Source: an optimization exercise on an open RTL-to-GDS flow (aim: small area, a short achievable clock period and few clock cycles per item). Production flows keep margins and buffers that such runs may drop.
Only simulation tests tie the RTL to the original design; equivalence was not proved.

==> run a <==
// exu_top
module exu_top (
    input  logic                    clk,
    input  logic                    rst_n,
    input  logic                    in_valid,
    input  logic [6-1:0]    operator,
    input  logic [32-1:0]  operand1,
    input  logic [32-1:0]  operand2,
    input  logic [5-1:0]  in_write_addr,
    input  logic                    in_write_enable,
    output logic                    in_ready,
    output logic                    out_valid,
    output logic [5-1:0]  write_addr,
    output logic                    write_enable,
    output logic [32-1:0]  write_data
);
clock: 25.0 ns
lec_check: 0
abc_area: 1
cap_margin: 20
core_margin: 2
core_utilization: 40
slew_margin: 20
standard.sh (not shown) runs the stock make flow with config.mk's settings and CLKGATE_MAP_FILE= SYNTH_SCRIPT=/design/flow/synth_recipe.tcl, a recipe that flattens the netlist after the stock synthesis.
==> flow/flow/run.sh <==
#!/bin/bash
# The standard layout, with the port buffers made from buf_4 cells instead of the
# delay-buffer cells buffer_ports picks by default.
set -euo pipefail
export BUFFER_PORTS_ARGS="-buffer_cell sky130_fd_sc_hd__buf_4"
bash standard.sh > standard.log 2>&1
==> run b: changes against run a <==
--- a/flow/design.v
+++ b/flow/design.v
@@ -49,31 +49,14 @@
         end
         s[0] = p[0];
         for (int i = 1; i < 64; i++) begin
             s[i] = p[i] ^ gg[i-1];
         end
         bk_add = {gg[n-1], s};
     endfunction
-    function automatic logic [31:0] inc32(input logic [31:0] v, input logic inc);
-        logic [31:0] pre;
-        logic [31:0] c;
-        pre = v;
-        for (int d = 0; d < 5; d++) begin
-            for (int i = 0; i < 32; i++) begin
-                if ((i >> d) % 2 == 1) begin
-                    pre[i] = pre[i] && pre[((i >> d) << d) - 1];
-                end
-            end
-        end
-        c[0] = inc;
-        for (int i = 1; i < 32; i++) begin
-            c[i] = inc && pre[i-1];
-        end
-        inc32 = v ^ c;
-    endfunction
     function automatic logic [11:0] booth_dec(input logic [7:0] chunk, input logic prev);
         logic [8:0] cc;
         cc = {chunk, prev};
         for (int j = 0; j < 4; j++) begin
             logic x2, x1, x0;
             x0 = cc[2*j];
             x1 = cc[2*j+1];
@@ -84,23 +67,24 @@
         end
     endfunction
 endpackage
 module alu_int (
     input  logic [6-1:0]    operator,
     input  logic [32-1:0]  operand1,
     input  logic [32-1:0]  operand2,
-    input  logic                    mf_sel,          
-    input  logic [32-1:0]  mf_val,
-    input  logic                    mf_neg,          
+    input  logic                    pass_sel,        
+    input  logic [32-1:0]  pass_val,
+    input  logic                    pass_neg,
     input  logic                    clz_inv,         
     input  logic                    sh_div,          
     input  logic                    sh_div_neg,      
     input  logic [4:0]              sh_div_amt,
     output logic [33:0]             sh_div_out,
     output logic [32-1:0]  alu_result,
+    output logic [32-1:0]  sum_out,
     output logic [5:0]              clz_out,
     output logic                    overflow
 );
     logic                       op_shift, op_addi, op_addsub, op_logic, op_slt, op_clz;
     logic                       inv;
     logic [32-1:0]     add_a, add_b;
     logic [32:0]       sum;
@@ -113,20 +97,21 @@
     logic [32-1:0]     lg;
     assign op_shift  = !operator[5] && !operator[4] && !operator[3];
     assign op_addi   = !operator[5] && !operator[4] &&  operator[3];
     assign op_addsub =  operator[5] && !operator[4] && !operator[3] && !operator[2];
     assign op_logic  =  operator[5] && !operator[4] && !operator[3] &&  operator[2];
     assign op_slt    =  operator[5] && !operator[4] &&  operator[3];
     assign op_clz    =  operator[5] &&  operator[4];
-    assign inv = (op_addsub && operator[1]) || op_slt || (mf_sel && mf_neg);
-    assign add_a = mf_sel ? '0 : operand1;
-    assign add_b = (mf_sel ? mf_val : operand2) ^ {32{inv}};
+    assign inv = (op_addsub && operator[1]) || op_slt || (pass_sel && pass_neg);
+    assign add_a = pass_sel ? '0 : operand1;
+    assign add_b = (pass_sel ? pass_val : operand2) ^ {32{inv}};
     logic [64:0] bk;
     assign bk = exu_pkg::bk_add(64'({add_a, 1'b1}), 64'({add_b, inv}), 33);
     assign sum = {bk[64], bk[32:1]};
+    assign sum_out = sum[31:0];
     assign overflow = (op_addi || op_addsub) && !operator[0]
         && (operand1[31] == add_b[31]) && (sum[31] != operand1[31]);
     assign less = operator[0] ? !sum[32]
         : ((operand1[31] != operand2[31]) ? operand1[31] : sum[31]);
     assign sh_left = sh_div || !operator[1];
     assign sh_in = sh_left ? {exu_pkg::rev32(operand2), sh_div_neg, sh_div_neg} : {operand2, 2'b00};
     assign shamt = sh_div ? sh_div_amt : operand1[4:0];
@@ -156,14 +141,15 @@
 endmodule
 module muldiv_unit (
     input  logic [32:0]             mcand,           
     input  logic [11:0]             bctl,            
     input  logic [32:0]             acc,
     input  logic                    mul_corr,        
     output logic [40:0]             mul_t,
+    input  logic                    div_sel,         
     input  logic [31:0]             rem,
     input  logic [33:0]             dvs,             
     input  logic                    dvs_pos,
     output logic [31:0]             rem_next,
     output logic                    quo_bit
 );
     localparam int MW = 41;
@@ -202,19 +188,22 @@
             negs[MW-1:8] = mcand;
         end
         {s1, c1} = csa(pp[0], pp[1], pp[2]);
         {s2, c2} = csa(pp[3], acc_row, negs);
         {s3, c3} = csa(s1, c1, s2);
         {s4, c4} = csa(s3, c3, c2);
     end
-    assign mul_t = s4 + c4;
-    logic [64:0] t1;
-    assign t1 = exu_pkg::bk_add(64'({4'b0, rem, 1'b1}), 64'({dvs[33], dvs, dvs_pos}), 36);
-    assign rem_next = t1[35] ? rem : t1[32:1];
-    assign quo_bit = !t1[35];
+    logic [64:0] cpa;
+    logic [40:0] cpa_a, cpa_b;
+    assign cpa_a = div_sel ? {5'b0, rem, 1'b1} : s4;
+    assign cpa_b = div_sel ? {{6{dvs[33]}}, dvs, dvs_pos} : c4;
+    assign cpa = exu_pkg::bk_add(64'(cpa_a), 64'(cpa_b), 41);
+    assign mul_t = cpa[40:0];
+    assign rem_next = cpa[35] ? rem : cpa[32:1];
+    assign quo_bit = !cpa[35];
 endmodule
 module exu_top (
     input  logic                    clk,
     input  logic                    rst_n,
     input  logic                    in_valid,
     input  logic [6-1:0]    operator,
     input  logic [32-1:0]  operand1,
@@ -251,102 +240,109 @@
     logic                       mul_mode;
     logic                       div_ph;      
     logic [4:0]                 dsh_q;       
     logic                       dfast_q;     
     logic                       mul_u;
     logic [5:0]                 cnt;         
     logic                       idle_q;      
-    logic busy, s1_unit, go, accept, s1_load;
+    logic                       acc_zero;    
+    logic                       dstep_q;     
+    logic busy, s1_unit, go, accept, s1_load, mul_last;
     logic is_mf, is_mt, is_mul, is_div, sgn;
     assign in_ready = rdy_q;
     assign busy = !idle_q;
     assign accept = in_valid && s1_load;
     assign s1_load = !v1 || go;
     assign s1_unit = !op1[5] && op1[4];
-    assign go = v1 && !(s1_unit && busy) && !(is_div && !div_ph);
+    assign mul_last = busy && mul_mode && cnt == 6'd1;
+    assign go = v1 && !(s1_unit && busy && !(is_mf && mul_last)) && !(is_div && !div_ph);
     assign is_mf  = s1_unit && !op1[3] && !op1[0];
     assign is_mt  = s1_unit && !op1[3] &&  op1[0];
     assign is_mul = s1_unit &&  op1[3] && !op1[1];
     assign is_div = s1_unit &&  op1[3] &&  op1[1];
     assign sgn = !op1[0];
     logic [31:0] alu_result;
+    logic [31:0] pass_out;       
     logic [5:0]  clz_a, clz_b;
     logic        overflow;
     logic        a_neg, b_neg;
     assign a_neg = is_div && inv_a1;
     assign b_neg = inv_b1;
     alu_int alu_int_i (
         .operator   (op1),
         .operand1   (a1),
         .operand2   (b1),
-        .mf_sel     (is_mf),
-        .mf_val     (op1[1] ? (lo & {32{!lz}}) : (hi & {32{!hz}})),
-        .mf_neg     (op1[1] ? lneg : hneg),
+        .pass_sel   (s1_unit),
+        .pass_val   (is_mf ? (op1[1] ? (lo & {32{!lz}}) : (hi & {32{!hz}})) : a1),
+        .pass_neg   (is_mf ? (op1[1] ? lneg : hneg) : a_neg),
         .clz_inv    (inv_a1),
         .sh_div     (is_div),
         .sh_div_neg (b_neg),
         .sh_div_amt (dsh_q),
         .sh_div_out (dvs_start),
         .alu_result (alu_result),
+        .sum_out    (pass_out),
         .clz_out    (clz_a),
         .overflow   (overflow)
     );
     logic [6:0]  dsh;            
-    logic [31:0] abs_a;
     logic [33:0] dvs_start;      
     logic        b_zero, b_m1;
     assign clz_b = exu_pkg::clz32(b1 ^ {32{b_neg}});
     assign b_zero = (b1 == 32'b0);
     assign b_m1 = b_neg && (b1 == 32'hffffffff);
     assign dsh = {1'b0, clz_b} - {1'b0, clz_a} + {6'b0, a_neg};
-    assign abs_a = exu_pkg::inc32(a1 ^ {32{a_neg}}, a_neg);
     logic [40:0] mul_t;
     logic [31:0] rem_next;
     logic        quo_bit;
     muldiv_unit muldiv_unit_i (
         .mcand      ({msgn, m[31:0]}),
         .bctl       (bctl),
-        .acc        (idle_q ? 33'b0 : {hx, hi}),
+        .acc        (acc_zero ? 33'b0 : {hx, hi}),
         .mul_corr   (mcorr),
         .mul_t      (mul_t),
+        .div_sel    (dstep_q),
         .rem        (hi),
         .dvs        (m),
         .dvs_pos    (dpos),
         .rem_next   (rem_next),
         .quo_bit    (quo_bit)
     );
     logic [5:0] cnt_next;
-    logic       v1_next, unit_next, busy_next, div_next, div_ph_next;
+    logic       v1_next, unit_next, busy_next, div_next, div_ph_next, mf_next, mul_last_next;
     always_comb begin
         cnt_next = busy ? cnt - 6'd1 : 6'd0;
         if (go && is_mul) begin
             cnt_next = 6'd3;
         end else if (go && is_div) begin
             cnt_next = dfast_q ? 6'd0 : {1'b0, dsh_q} + 6'd1;
         end
     end
     assign v1_next = accept || (v1 && !go);
     assign unit_next = accept ? (!operator[5] && operator[4]) : s1_unit;
     assign div_next = accept ? (!operator[5] && operator[4] && operator[3] && operator[1]) : is_div;
     assign div_ph_next = !accept && v1 && is_div;
+    assign mf_next = accept ? (!operator[5] && operator[4] && !operator[3] && !operator[0]) : is_mf;
+    assign mul_last_next = busy && mul_mode && cnt == 6'd2;
     assign busy_next = (go && (is_mul || (is_div && !dfast_q))) || (busy && cnt != 6'd1);
     always_ff @(posedge clk) begin
         if (!rst_n) begin
             v1 <= 1'b0;
             div_ph <= 1'b0;
             rdy_q <= 1'b1;
             cnt <= '0;
             idle_q <= 1'b1;
             out_valid <= 1'b0;
             write_enable <= 1'b0;
             hz <= 1'b1;
             lz <= 1'b1;
         end else begin
             v1 <= v1_next;
-            rdy_q <= !(v1_next && ((unit_next && busy_next) || (div_next && !div_ph_next)));
+            rdy_q <= !(v1_next && ((unit_next && busy_next && !(mf_next && mul_last_next))
+                || (div_next && !div_ph_next)));
             cnt <= cnt_next;
             idle_q <= !busy_next;
             out_valid <= go;
             write_enable <= go && we1 && !(s1_unit && !is_mf) && !overflow;
             div_ph <= div_ph_next;
             if (go && (is_mul || is_div)) begin
                 hz <= 1'b0;
@@ -367,33 +363,35 @@
             b1 <= operand2;
             wa1 <= in_write_addr;
             we1 <= in_write_enable;
             inv_a1 <= (operator == 6'h3d) || (operator == 6'h1a && operand1[31]);
             inv_b1 <= (operator == 6'h1a) && operand2[31];
         end
         write_addr <= wa1;
-        write_data <= alu_result;
+        if (is_mf && mul_last) begin
+            write_data <= op1[1] ? {mul_t[7:0], lo[31:8]} : mul_t[39:8];
+        end else begin
+            write_data <= alu_result;
+        end
         if (!div_ph) begin
             dsh_q <= dsh[4:0];
             dfast_q <= clz_b[5] || dsh[6];
         end
     end
     logic        mul_cont;
     logic [31:0] next_src;
     assign mul_cont = (go && is_mul) || (busy && mul_mode && cnt != 6'd1);
     assign next_src = idle_q ? b1 : lo;
+    logic [8:0] bsrc;
+    assign bsrc = mul_cont ? next_src[15:7] : {s1_load ? operand2[7:0] : b1[7:0], 1'b0};
     always_ff @(posedge clk) begin
-        if (mul_cont) begin
-            bctl <= exu_pkg::booth_dec(next_src[15:8], next_src[7]);
-        end else if (s1_load) begin
-            bctl <= exu_pkg::booth_dec(operand2[7:0], 1'b0);
-        end else begin
-            bctl <= exu_pkg::booth_dec(b1[7:0], 1'b0);
-        end
+        bctl <= exu_pkg::booth_dec(bsrc[8:1], bsrc[0]);
         mcorr <= busy && mul_mode && cnt == 6'd2 && mul_u && lo[15];
+        acc_zero <= !mul_cont;
+        dstep_q <= (go && is_div && !dfast_q) || (busy && !mul_mode && cnt != 6'd1);
         if (!busy_next) begin
             if (s1_load) begin
                 m <= {2'b0, operand1};
                 msgn <= (operator == 6'h18) && operand1[31];
             end else begin
                 m <= {2'b0, a1};
                 msgn <= (op1 == 6'h18) && a1[31];
@@ -423,22 +421,22 @@
             mul_u <= !sgn;
             mul_mode <= 1'b1;
             hneg <= 1'b0;
             lneg <= 1'b0;
         end else if (go && is_div) begin
             mul_mode <= 1'b0;
             dpos <= !b_neg;
-            hi <= b_m1 ? 32'b0 : abs_a;
-            lo <= b_zero ? 32'hffffffff : (b_m1 ? abs_a : 32'b0);
+            hi <= b_m1 ? 32'b0 : pass_out;
+            lo <= b_zero ? 32'hffffffff : (b_m1 ? pass_out : 32'b0);
             hneg <= a_neg;
             lneg <= !b_zero && (a_neg ^ b_neg);
         end else if (go && is_mt) begin
             if (op1[1]) begin
-                lo <= a1;
+                lo <= pass_out;
                 lneg <= 1'b0;
             end else begin
-                hi <= a1;
+                hi <= pass_out;
                 hneg <= 1'b0;
             end
         end
     end
 endmodule
==> flow/flow/run.sh (replaced) <==
#!/bin/bash
# The standard layout, with two changes to how it is made:
# - the port buffers are buf_2 cells instead of the delay-buffer cells that
#   buffer_ports picks by default;
# - the timing repair after clock tree synthesis and global routing aims for
#   19 ns of setup slack on the 25 ns clock, so that it works on the paths that
#   set the achieved period. The constraints are the design's, unchanged.
set -euo pipefail
export BUFFER_PORTS_ARGS="-buffer_cell sky130_fd_sc_hd__buf_2"
export SETUP_SLACK_MARGIN=19.0
bash standard.sh > standard.log 2>&1
==> run c: changes against run a <==
--- a/flow/design.v
+++ b/flow/design.v
@@ -84,23 +84,24 @@
         end
     endfunction
 endpackage
 module alu_int (
     input  logic [6-1:0]    operator,
     input  logic [32-1:0]  operand1,
     input  logic [32-1:0]  operand2,
-    input  logic                    mf_sel,          
-    input  logic [32-1:0]  mf_val,
-    input  logic                    mf_neg,          
+    input  logic                    pass_sel,        
+    input  logic [32-1:0]  pass_val,
+    input  logic                    pass_neg,
     input  logic                    clz_inv,         
     input  logic                    sh_div,          
     input  logic                    sh_div_neg,      
     input  logic [4:0]              sh_div_amt,
     output logic [33:0]             sh_div_out,
     output logic [32-1:0]  alu_result,
+    output logic [32-1:0]  sum_out,
     output logic [5:0]              clz_out,
     output logic                    overflow
 );
     logic                       op_shift, op_addi, op_addsub, op_logic, op_slt, op_clz;
     logic                       inv;
     logic [32-1:0]     add_a, add_b;
     logic [32:0]       sum;
@@ -113,20 +114,21 @@
     logic [32-1:0]     lg;
     assign op_shift  = !operator[5] && !operator[4] && !operator[3];
     assign op_addi   = !operator[5] && !operator[4] &&  operator[3];
     assign op_addsub =  operator[5] && !operator[4] && !operator[3] && !operator[2];
     assign op_logic  =  operator[5] && !operator[4] && !operator[3] &&  operator[2];
     assign op_slt    =  operator[5] && !operator[4] &&  operator[3];
     assign op_clz    =  operator[5] &&  operator[4];
-    assign inv = (op_addsub && operator[1]) || op_slt || (mf_sel && mf_neg);
-    assign add_a = mf_sel ? '0 : operand1;
-    assign add_b = (mf_sel ? mf_val : operand2) ^ {32{inv}};
+    assign inv = (op_addsub && operator[1]) || op_slt || (pass_sel && pass_neg);
+    assign add_a = pass_sel ? '0 : operand1;
+    assign add_b = (pass_sel ? pass_val : operand2) ^ {32{inv}};
     logic [64:0] bk;
     assign bk = exu_pkg::bk_add(64'({add_a, 1'b1}), 64'({add_b, inv}), 33);
     assign sum = {bk[64], bk[32:1]};
+    assign sum_out = sum[31:0];
     assign overflow = (op_addi || op_addsub) && !operator[0]
         && (operand1[31] == add_b[31]) && (sum[31] != operand1[31]);
     assign less = operator[0] ? !sum[32]
         : ((operand1[31] != operand2[31]) ? operand1[31] : sum[31]);
     assign sh_left = sh_div || !operator[1];
     assign sh_in = sh_left ? {exu_pkg::rev32(operand2), sh_div_neg, sh_div_neg} : {operand2, 2'b00};
     assign shamt = sh_div ? sh_div_amt : operand1[4:0];
@@ -251,65 +253,66 @@
     logic                       mul_mode;
     logic                       div_ph;      
     logic [4:0]                 dsh_q;       
     logic                       dfast_q;     
     logic                       mul_u;
     logic [5:0]                 cnt;         
     logic                       idle_q;      
+    logic                       acc_zero;    
     logic busy, s1_unit, go, accept, s1_load;
     logic is_mf, is_mt, is_mul, is_div, sgn;
     assign in_ready = rdy_q;
     assign busy = !idle_q;
     assign accept = in_valid && s1_load;
     assign s1_load = !v1 || go;
     assign s1_unit = !op1[5] && op1[4];
     assign go = v1 && !(s1_unit && busy) && !(is_div && !div_ph);
     assign is_mf  = s1_unit && !op1[3] && !op1[0];
     assign is_mt  = s1_unit && !op1[3] &&  op1[0];
     assign is_mul = s1_unit &&  op1[3] && !op1[1];
     assign is_div = s1_unit &&  op1[3] &&  op1[1];
     assign sgn = !op1[0];
     logic [31:0] alu_result;
+    logic [31:0] pass_out;       
     logic [5:0]  clz_a, clz_b;
     logic        overflow;
     logic        a_neg, b_neg;
     assign a_neg = is_div && inv_a1;
     assign b_neg = inv_b1;
     alu_int alu_int_i (
         .operator   (op1),
         .operand1   (a1),
         .operand2   (b1),
-        .mf_sel     (is_mf),
-        .mf_val     (op1[1] ? (lo & {32{!lz}}) : (hi & {32{!hz}})),
-        .mf_neg     (op1[1] ? lneg : hneg),
+        .pass_sel   (s1_unit),
+        .pass_val   (is_mf ? (op1[1] ? (lo & {32{!lz}}) : (hi & {32{!hz}})) : a1),
+        .pass_neg   (is_mf ? (op1[1] ? lneg : hneg) : a_neg),
         .clz_inv    (inv_a1),
         .sh_div     (is_div),
         .sh_div_neg (b_neg),
         .sh_div_amt (dsh_q),
         .sh_div_out (dvs_start),
         .alu_result (alu_result),
+        .sum_out    (pass_out),
         .clz_out    (clz_a),
         .overflow   (overflow)
     );
     logic [6:0]  dsh;            
-    logic [31:0] abs_a;
     logic [33:0] dvs_start;      
     logic        b_zero, b_m1;
     assign clz_b = exu_pkg::clz32(b1 ^ {32{b_neg}});
     assign b_zero = (b1 == 32'b0);
     assign b_m1 = b_neg && (b1 == 32'hffffffff);
     assign dsh = {1'b0, clz_b} - {1'b0, clz_a} + {6'b0, a_neg};
-    assign abs_a = exu_pkg::inc32(a1 ^ {32{a_neg}}, a_neg);
     logic [40:0] mul_t;
     logic [31:0] rem_next;
     logic        quo_bit;
     muldiv_unit muldiv_unit_i (
         .mcand      ({msgn, m[31:0]}),
         .bctl       (bctl),
-        .acc        (idle_q ? 33'b0 : {hx, hi}),
+        .acc        (acc_zero ? 33'b0 : {hx, hi}),
         .mul_corr   (mcorr),
         .mul_t      (mul_t),
         .rem        (hi),
         .dvs        (m),
         .dvs_pos    (dpos),
         .rem_next   (rem_next),
         .quo_bit    (quo_bit)
@@ -386,14 +389,15 @@
             bctl <= exu_pkg::booth_dec(next_src[15:8], next_src[7]);
         end else if (s1_load) begin
             bctl <= exu_pkg::booth_dec(operand2[7:0], 1'b0);
         end else begin
             bctl <= exu_pkg::booth_dec(b1[7:0], 1'b0);
         end
         mcorr <= busy && mul_mode && cnt == 6'd2 && mul_u && lo[15];
+        acc_zero <= !mul_cont;
         if (!busy_next) begin
             if (s1_load) begin
                 m <= {2'b0, operand1};
                 msgn <= (operator == 6'h18) && operand1[31];
             end else begin
                 m <= {2'b0, a1};
                 msgn <= (op1 == 6'h18) && a1[31];
@@ -423,22 +427,22 @@
             mul_u <= !sgn;
             mul_mode <= 1'b1;
             hneg <= 1'b0;
             lneg <= 1'b0;
         end else if (go && is_div) begin
             mul_mode <= 1'b0;
             dpos <= !b_neg;
-            hi <= b_m1 ? 32'b0 : abs_a;
-            lo <= b_zero ? 32'hffffffff : (b_m1 ? abs_a : 32'b0);
+            hi <= b_m1 ? 32'b0 : pass_out;
+            lo <= b_zero ? 32'hffffffff : (b_m1 ? pass_out : 32'b0);
             hneg <= a_neg;
             lneg <= !b_zero && (a_neg ^ b_neg);
         end else if (go && is_mt) begin
             if (op1[1]) begin
-                lo <= a1;
+                lo <= pass_out;
                 lneg <= 1'b0;
             end else begin
-                hi <= a1;
+                hi <= pass_out;
                 hneg <= 1'b0;
             end
         end
     end
 endmodule
==> flow/flow/run.sh (replaced) <==
#!/bin/bash
# The standard layout, with two changes to how it is made:
# - the port buffers are buf_2 cells instead of the delay-buffer cells that
#   buffer_ports picks by default;
# - the timing repair after clock tree synthesis and global routing aims for
#   19 ns of setup slack on the 25 ns clock, so that it works on the paths that
#   set the achieved period. The constraints are the design's, unchanged.
set -euo pipefail
export BUFFER_PORTS_ARGS="-buffer_cell sky130_fd_sc_hd__buf_2"
export SETUP_SLACK_MARGIN=19.0
bash standard.sh > standard.log 2>&1
==> results.txt <==
Average wire length per cell after detail routing: run c 26.58 µm; run a 24.49 µm; run b 25.87 µm
Proportion of cell area occupied by multi-input gates: run c 0.6104; run a 0.6170; run b 0.5888
Total via count in the routed design: run c 30905; run a 30764; run b 29592
Layout Utilization: run c 0.4406; run a 0.4387; run b 0.4515
Number of multi-input combinational cells in the layout: run c 3079; run a 3176; run b 2899
Synthesized netlist net count: run c 4491; run a 4661; run b 4328
Transition at the pin with the smallest max-transition slack: run c 1.203 ns; run a 1.213 ns; run b 1.046 ns
Layout clock buffers: run c 41; run a 41; run b 51
Hold endpoint: run c write_addr[1]; run a write_addr[2]; run b write_addr[1]
Worst reg2reg startpoint: run c m[9]; run a inv_b1; run b m[16]
Number of cells after detailed placement: run c 5015; run a 5175; run b 4848
Effective utilization at floorplan: run c 0.4021; run a 0.4040; run b 0.4018
Pin count of the biggest net entering global routing: run c 81; run a 95; run b 89
WL met1: run c 55.09 mm; run a 52.94 mm; run b 50.90 mm
Clock tree cell share of total cell area: run c 0.02933; run a 0.03133; run b 0.03421
Growth of design area from synthesis to finish: run c 9.583%; run a 8.611%; run b 12.38%
Achievable Freq: run c 162.4 MHz; run a 164.7 MHz; run b 164.5 MHz
Result of the run: run c complete, no violations; run a complete, no violations; run b complete, no violations
Syn Area/Cell: run c 7.296 µm²; run a 7.205 µm²; run b 7.389 µm²
Portion of the post-synthesis area used by sequential elements: run c 0.2343; run a 0.2271; run b 0.2399
Total global routing track utilization: run c 0.3417; run a 0.3193; run b 0.3348
Unrepaired setup endpoints after global routing: run c true; run a false; run b true
Area fraction in compound gates after synthesis: run c 0.1948; run a 0.1949; run b 0.2025
Post-synthesis adder-cell area fraction: run c 0.1787; run a 0.1742; run b 0.1713
Testbench counts of run a, summed over its fixed seeds: cycles 32,200, items 24,000.
Testbench counts of run b, summed over its fixed seeds: cycles 31,478, items 24,000.
Testbench counts of run c, summed over its fixed seeds: cycles 32,200, items 24,000.

static timing again, ports no longer ideal:
No port has a modelled driver above. Below, the same layouts with a new extraction and two added sets of constraints. Step 1 sets driving cells, clkbuf_16 on the clock port and buf_2 on the other inputs (assumed; they add their load-dependent delay and slew). Step 2 moves the port delays by t, midway between the first and last clock arrival at a register: inputs arrive t later, outputs are due t later. That takes back most of the time a late clock gives input paths. a / b / c = no drivers / after step 1 / after step 2; a / b = the first two.
run	shift t [ns]	slack for setup (ns)	worst setup path after step 2
run a	0.667	18.929 / 18.864 / 18.933	register to register
run b	0.619	18.921 / 18.858 / 18.445	input to register
run c	0.661	18.843 / 18.781 / 18.836	input to register
After both steps every run listed still meets setup and hold. For run b, which loses most, drivers alone change the setup slack by -0.063 ns; drivers and shift together by -0.476 ns.
